This is an optimization exercise on Yosys and OpenROAD, whose aim is small area, not a production implementation. Only the layout flow was run in this run; the RTL was not checked for function there. No activity file was given, so power comes from the tool's default toggle rates.

**flow/run.sh**
```bash
#!/bin/bash
# synth_recipe.tcl (not shown) runs the flow's synth.tcl, then flattens the netlist and writes it again
# the make line also repeats each setting of config.mk as NAME=value (left out here)
make -C /OpenROAD-flow-scripts/flow DESIGN_CONFIG=/design/flow/config.mk WORK_HOME=/design/flow/orfs CLKGATE_MAP_FILE= SYNTH_SCRIPT=/design/flow/synth_recipe.tcl finish
```
**flow/constraint.sdc**
```tcl
create_clock -name core_clock -period 6.0 [get_ports {clk}]
set_input_delay 1.2000 -clock core_clock [delete_from_list [all_inputs] [get_ports {clk}]]
set_output_delay 1.2000 -clock core_clock [all_outputs]
set_load 0.01 [all_outputs]
```
**flow/config.mk**
```make
export PLATFORM = sky130hd
export DESIGN_NAME = rs_encode_line_adapter
export DESIGN_NICKNAME = rs_encode_line_adapter
export VERILOG_FILES = /design/flow/design.v
export SDC_FILE = /design/flow/constraint.sdc
export NUM_CORES = 4
export LEC_CHECK = 0
export CAP_MARGIN = 20
export CORE_MARGIN = 2
export CORE_UTILIZATION = 40
export SLEW_MARGIN = 20
```
**flow/design.v**
```verilog
module rs_encode_line_adapter #(
    parameter int DATA_W    = 64,
    parameter int RS_K_MAX  = 223,
    parameter int NUM_PAR   = 32,
    parameter int OUT_DEPTH = 4,
    localparam int DATA_BYTES = DATA_W / 8,
    localparam int CFG_W      = $clog2(RS_K_MAX + 1),
    localparam int PARITY_W   = 8 * NUM_PAR
) (
    input  logic                clk,
    input  logic                rst_n,
    input  logic [CFG_W-1:0]    cfg_k,
    input  logic                src_line_val,
    input  logic [DATA_W-1:0]   src_line,
    output logic                src_line_rdy,
    output logic                enc_start,
    output logic                enc_sym_val,
    output logic [7:0]          enc_sym,
    input  logic                enc_par_val,
    input  logic [7:0]          enc_par,
    output logic                dst_line_val,
    output logic [DATA_W-1:0]   dst_line,
    output logic [PARITY_W-1:0] dst_parity,
    output logic                dst_last,
    input  logic                dst_line_rdy,
    output logic                busy,
    output logic [1:0]          dbg_state
);
    localparam int BI_W  = $clog2(DATA_BYTES);
    localparam int PTR_W = $clog2(OUT_DEPTH);
    localparam int CNT_W = $clog2(OUT_DEPTH + 1);
    localparam int PC_W  = $clog2(NUM_PAR + 1);
    localparam int ENT_W = DATA_W + PARITY_W + 1;
    localparam logic [CFG_W-1:0] K_MAX = CFG_W'(RS_K_MAX);
    typedef enum logic [1:0] {IDLE = 2'd0, SER = 2'd1, WAIT_PAR = 2'd2} state_t;
    state_t                state, state_nxt;
    logic                  blk_active;    
    logic                  first_byte;    
    logic                  last_line;     
    logic                  init_done;     
    logic [BI_W-1:0]       byte_idx;
    logic [CFG_W-1:0]      rem;           
    logic [DATA_W-1:0]     shreg;
    logic [DATA_W-1:0]     held_line;
    logic [PARITY_W-1:0]   par_sr;
    logic [PC_W-1:0]       par_cnt;
    logic [ENT_W-1:0]      mem [OUT_DEPTH];
    logic [PTR_W-1:0]      rd_ptr, wr_ptr;
    logic [CNT_W-1:0]      count;
    logic [CFG_W-1:0]      k_new, rem_in;
    logic                  next_is_last, room, line_end, ser_done;
    logic                  par_hit, par_final, accept, push, pop;
    logic [PARITY_W-1:0]   par_next;
    logic [DATA_W-1:0]     held_next;
    logic [ENT_W-1:0]      push_data, head;
    always_comb begin
        state_nxt = state;
        k_new     = (cfg_k == '0 || cfg_k > K_MAX) ? K_MAX : cfg_k;
        case (state)
            IDLE:    rem_in = blk_active ? rem : k_new;
            SER:     rem_in = rem - 1'b1;
            default: rem_in = rem;
        endcase
        next_is_last = (32'(rem_in) <= DATA_BYTES);
        room = next_is_last ? (count < CNT_W'(OUT_DEPTH)) : (count < CNT_W'(OUT_DEPTH - 1));
        line_end  = (state == SER) && (byte_idx == BI_W'(DATA_BYTES - 1)) && !last_line;
        ser_done  = (state == SER) && last_line && (rem == CFG_W'(1));
        src_line_rdy = init_done && room && ((state == IDLE) || line_end);
        accept    = src_line_val && src_line_rdy;
        par_hit   = (state == WAIT_PAR) && enc_par_val;
        par_final = par_hit && (par_cnt == PC_W'(NUM_PAR - 1));
        par_next  = PARITY_W'({par_sr, enc_par});
        held_next = src_line;
        case (state)
            IDLE:     if (accept) state_nxt = SER;
            SER:      if (ser_done) state_nxt = WAIT_PAR;
                      else if (line_end && !accept) state_nxt = IDLE;
            WAIT_PAR: if (par_final) state_nxt = IDLE;
            default:  state_nxt = IDLE;
        endcase
    end
    always_ff @(posedge clk or negedge rst_n) begin
        if (!rst_n) state <= IDLE;
        else        state <= state_nxt;
    end
    always_ff @(posedge clk or negedge rst_n) begin
        if (!rst_n) begin
            blk_active <= 1'b0;
            first_byte <= 1'b0;
            last_line  <= 1'b0;
            init_done  <= 1'b0;
            byte_idx   <= '0;
            rem        <= '0;
            shreg      <= '0;
            held_line  <= '0;
            par_sr     <= '0;
            par_cnt    <= '0;
        end else begin
            init_done <= 1'b1;
            if (state == SER) begin
                shreg      <= shreg << 8;
                byte_idx   <= byte_idx + 1'b1;
                rem        <= rem - 1'b1;
                first_byte <= 1'b0;
            end
            if (accept) begin
                shreg      <= src_line;
                byte_idx   <= '0;
                rem        <= rem_in;
                last_line  <= next_is_last;
                first_byte <= !blk_active;
                blk_active <= 1'b1;
                if (next_is_last) held_line <= held_next;
            end
            if (par_hit) begin
                par_sr  <= par_next;
                par_cnt <= par_cnt + 1'b1;
            end
            if (par_final) begin
                par_cnt    <= '0;
                blk_active <= 1'b0;
            end
        end
    end
    always_comb begin
        push      = (accept && !next_is_last) || par_final;
        push_data = par_final ? {held_line, par_next, 1'b1} : {src_line, PARITY_W'(0), 1'b0};
        pop       = dst_line_val && dst_line_rdy;
        head      = mem[rd_ptr];
    end
    always_ff @(posedge clk or negedge rst_n) begin
        if (!rst_n) begin
            rd_ptr <= '0;
            wr_ptr <= '0;
            count  <= '0;
        end else begin
            if (push) wr_ptr <= (wr_ptr == PTR_W'(OUT_DEPTH - 1)) ? '0 : wr_ptr + 1'b1;
            if (pop)  rd_ptr <= (rd_ptr == PTR_W'(OUT_DEPTH - 1)) ? '0 : rd_ptr + 1'b1;
            case ({push, pop})
                2'b10:   count <= count + 1'b1;
                2'b01:   count <= count - 1'b1;
                default: count <= count;
            endcase
        end
    end
    always_ff @(posedge clk) begin
        if (push) mem[wr_ptr] <= push_data;
    end
    assign dst_line_val = (count != '0);
    assign dst_line     = dst_line_val ? head[ENT_W-1 -: DATA_W] : '0;
    assign dst_parity   = dst_line_val ? head[PARITY_W:1] : '0;
    assign dst_last     = dst_line_val & head[0];
    assign enc_sym_val  = (state == SER);
    assign enc_start    = (state == SER) && first_byte;
    assign enc_sym      = (state == SER) ? shreg[DATA_W-1 -: 8] : 8'h00;
    assign busy         = blk_active;
    assign dbg_state    = state;
endmodule
```
==> impl_results.md <==
* Worst-Skew Late Latency at between 0.8 and 0.9 ns
* Syn_area_per_cell at 15.86 um2
* Critical Path End Type: output pin
* Sequential area share after synthesis at 0.7219
* Post-synthesis async set-or-reset flop share at 0.2402
* Worst slew margin at 0.3361
* Worst Setup Start Kind: register
* Antenna violations before repair at 4
* Placed cell areas at between 0.07 and 0.08 mm2
* Fin cells at approximately 7k
* Cts hold-fix bufs at 0
* Least-Margin Pin Slew at ~1 ns
* Max Cap Viol at 0
* Post-cts sizing count at 0
* Cell with the most instances after synthesis: edfxtp_1
* CP arrival at just under 4 ns
* Synth top area cells: edfxtp_1, dfrtp_1, mux4_2, and2_1, nand2_1
* Num CTS Buffers at 175
* Dpl hpwl at 97,830 um
* Fin util at 0.4798
* Setup_tns at 0 ns
* Initial core utilization at 0.4031
* Vias in the first global route at 37.19k
* Iter 0 DRT Violations at 2,733
* Classification of the worst-slack hold path: primary input to async pin
* Fin crit period at 5.127 ns
* PortBufs at 420
* IO Pins at roughly 420
* Yosys top cell by area: edfxtp_1
* Peak supply drop at around 330 uV
* Clk_skew at about 0.041 ns
* Max frequency at ~0.2 GHz
* Top_reg_cell synth: edfxtp_1
* Drt drc at 0
* CTS clock-pin slew for the worst setup and hold paths at approximately 0.06 ns
* Routed len/inst at 23.01 um
* Pwr dens at between 400 and 500 mW/mm2
* Clock Tree Buf Depth at 3
* Die X at slightly above 400 um
* Post-route cell area at 0.08033 mm2
* Final ANT Viol Nets at 0
* Via density per instance at a little over 5
* Layout area overhead at 19.04%
* Final slew viol count at 0
* Synth cell types at 67
* Fin. Hold Viols at 0
* Grt total ovfl at 0
* Syn Nets at 4,351
* CP required at roughly 4.8 ns
* First-pass GRT wire length at 245,300 um
* Tcrit/Tclk final at 0.8544
* Sink Count at about 1.7k
* LEAKAGE at 30.06 nW
* Number of setup violations in the final report at 0
* Share of cells above drive strength 1 at 0.1439
* Die Y at around 410 um
* Overall Global Routing Usage at 0.1874
* H-Tree Depth at 4
* Post-synth EDFFs at between 1k and 1.5k
* Mapped Cells at around 4.3k
* Placed cell count at between 6k and 7k
* Crit Path Class: register to output pin
* Yosys warns at 1
* Total Nets Final at around 4.8k
* Post-CTS Setup Bufs at 0
* DIE AREA at about 0.17 mm2
* Antenna diodes at 0
* Flops & latches, synth at between 1.5k and 2k
* RSZ-0062 raised after global routing: no
* Number of fill cells at about 14k
* Row count at 150
* CTS tree: done
* CTS root buffer: clkbuf_16
* Largest net degree at the start of global routing at approximately 180
* Synth top area share at 0.5714
* Core Area at 0.1674 mm2
* CP Max Fanout at 62
* Placer Congestion at 0.8171
* Cell area after synthesis at slightly below 0.07 mm2
* DR vias at between 30k and 40k
* Final WL at 161,500 um
* Status: no timing/DRC/antenna violations
* DR pass1 iterations at 5
* Synth cell count leaders: edfxtp_1, nand2_1, and2_1
routing by layer:
metal	global-route usage	up-vias	routed length (um)
met5	0	-	10
met4	0.05159	2	3619
met3	0.02665	193	6477
met2	0.3175	819	81600
met1	0.2536	18780	69840
li1	-	16310	-
area by class of cell:
| class | instances | area [um2] | share of cell area |
|---|---|---|---|
| sequential | 1690 | 48720 | 0.6066 |
| multi-input combinational | 2292 | 17790 | 0.2214 |
| timing repair buffer | 490 | 5185 | 0.06455 |
| clock buffer | 252 | 4860 | 0.06050 |
| tap | 2204 | 2758 | 0.03433 |
| clock inverter | 77 | 949.7 | 0.01182 |
| inverter | 16 | 67.56 | 0.0008411 |
metrics by stage:
stage               setup slack [ns]  hold slack (ns)  total power, mW
floorplan                     -1.720           0.4375            21.16
global placement               1.139           0.4556            26.70
detailed placement             1.113           0.4552            26.77
CTS                           0.8388           0.3894            37.71
global route                  0.6778           0.4240            38.91
finish                        0.8734           0.4175            37.09
cells in the final DEF, fill, tap and decap left out, types with 9 or more instances in the layout:
cell / n
a21oi_1: 12
nand3_1: 68
and2_1: 587
clkbuf_16: 176
mux2_2: 17
o21ai_0: 68
buf_12: 36
clkbuf_8: 17
clkinv_2: 27
dfrtp_1: 404
edfxtp_1: 1284
nand2_1: 971
mux2_1: 50
nor2_1: 14
inv_1: 14
ha_1: 11
clkbuf_1: 59
bufinv_16: 15
nor3_1: 10
clkdlybuf4s50_1: 419
clkinv_1: 16
o21ai_1: 9
mux2i_1: 61
mux4_2: 321
buf_4: 34
path summary, 6_finish.rpt:
| kind | start | to | slack, ns | cells after the start |
|---|---|---|---|---|
| max in group asynchronous | rst_n | shreg[63]$_DFFE_PN0P_ | 4.25 | 2 |
| setup / recovery | state[0]$_DFFE_PN0P_ | enc_sym[6] | 0.87 | 6 |
| setup reg to reg | state[0]$_DFFE_PN0P_ | mem[0][138]$_DFFE_PP_ | 1.75 | 10 |
| min in group core_clock | par_sr[245]$_DFFE_PN0P_ | par_sr[245]$_DFFE_PN0P_ | 0.47 | 2 |
| hold reg to reg | par_sr[245]$_DFFE_PN0P_ | par_sr[245]$_DFFE_PN0P_ | 0.47 | 2 |
| hold / removal | rst_n | par_sr[12]$_DFFE_PN0P_ | 0.42 | 1 |
cells by family after synthesis:
family,after synthesis,synth area share
other,1,0.00005557
DFF,1690,0.7219
buffers and inverters,272,0.01600
muxes,449,0.1274
AOI/OAI and AO/OA,129,0.01166
adders and majority gates,12,0.002336
and+or+nand+nor,1694,0.1197
xor gates and xnor gates,7,0.0009086
report_power, final:
| group | internal [mW] | total [mW] | switching, mW |
|---|---|---|---|
| Combinational | 5.56 | 11.2 | 5.69 |
| Sequential | 13.9 | 15.0 | 1.09 |
| Clock | 6.33 | 10.8 | 4.52 |
critical path, stage by stage, from the launching register on:
cell	delay (ns)
dfrtp_1	0.78
nand2b_1	0.26
buf_4	0.32
inv_2	0.18
buf_4	0.76
and2_1	0.23
clkdlybuf4s50_1	0.54
sequential cells by signal, indices dropped and copies added (netlist names):
signal      cells
held_line      64
shreg          64
rd_ptr          2
par_sr        248
wr_ptr          2
state           2
rem             8
count           3
init_done       1
first_byte      1
par_cnt         6
last_line       1
blk_active      1
byte_idx        3
mem          1284

-- static timing again, ports no longer ideal --
No port has a modelled driver above. Below, the same layout with a new extraction and two added sets of constraints.
Step 1, drivers: a clkbuf_16 drives clk and a buf_2 each remaining input, both assumed.
Step 2 also shifts input and output timing later by t, the mid clock arrival at the registers, as if the neighbouring blocks saw the same clock.
Slacks: ideal ports / drivers / drivers and shift; pairs: ideal ports / drivers.
t, ns: 0.859
slack for setup (ns): 0.873 / 0.802 / 1.051
latest minus earliest clock arrival (ns): 0.043 / 0.043
After both steps setup and hold are still met in this run. The setup slack of this run moves by -0.071 ns with the drivers and by +0.178 ns with both steps.
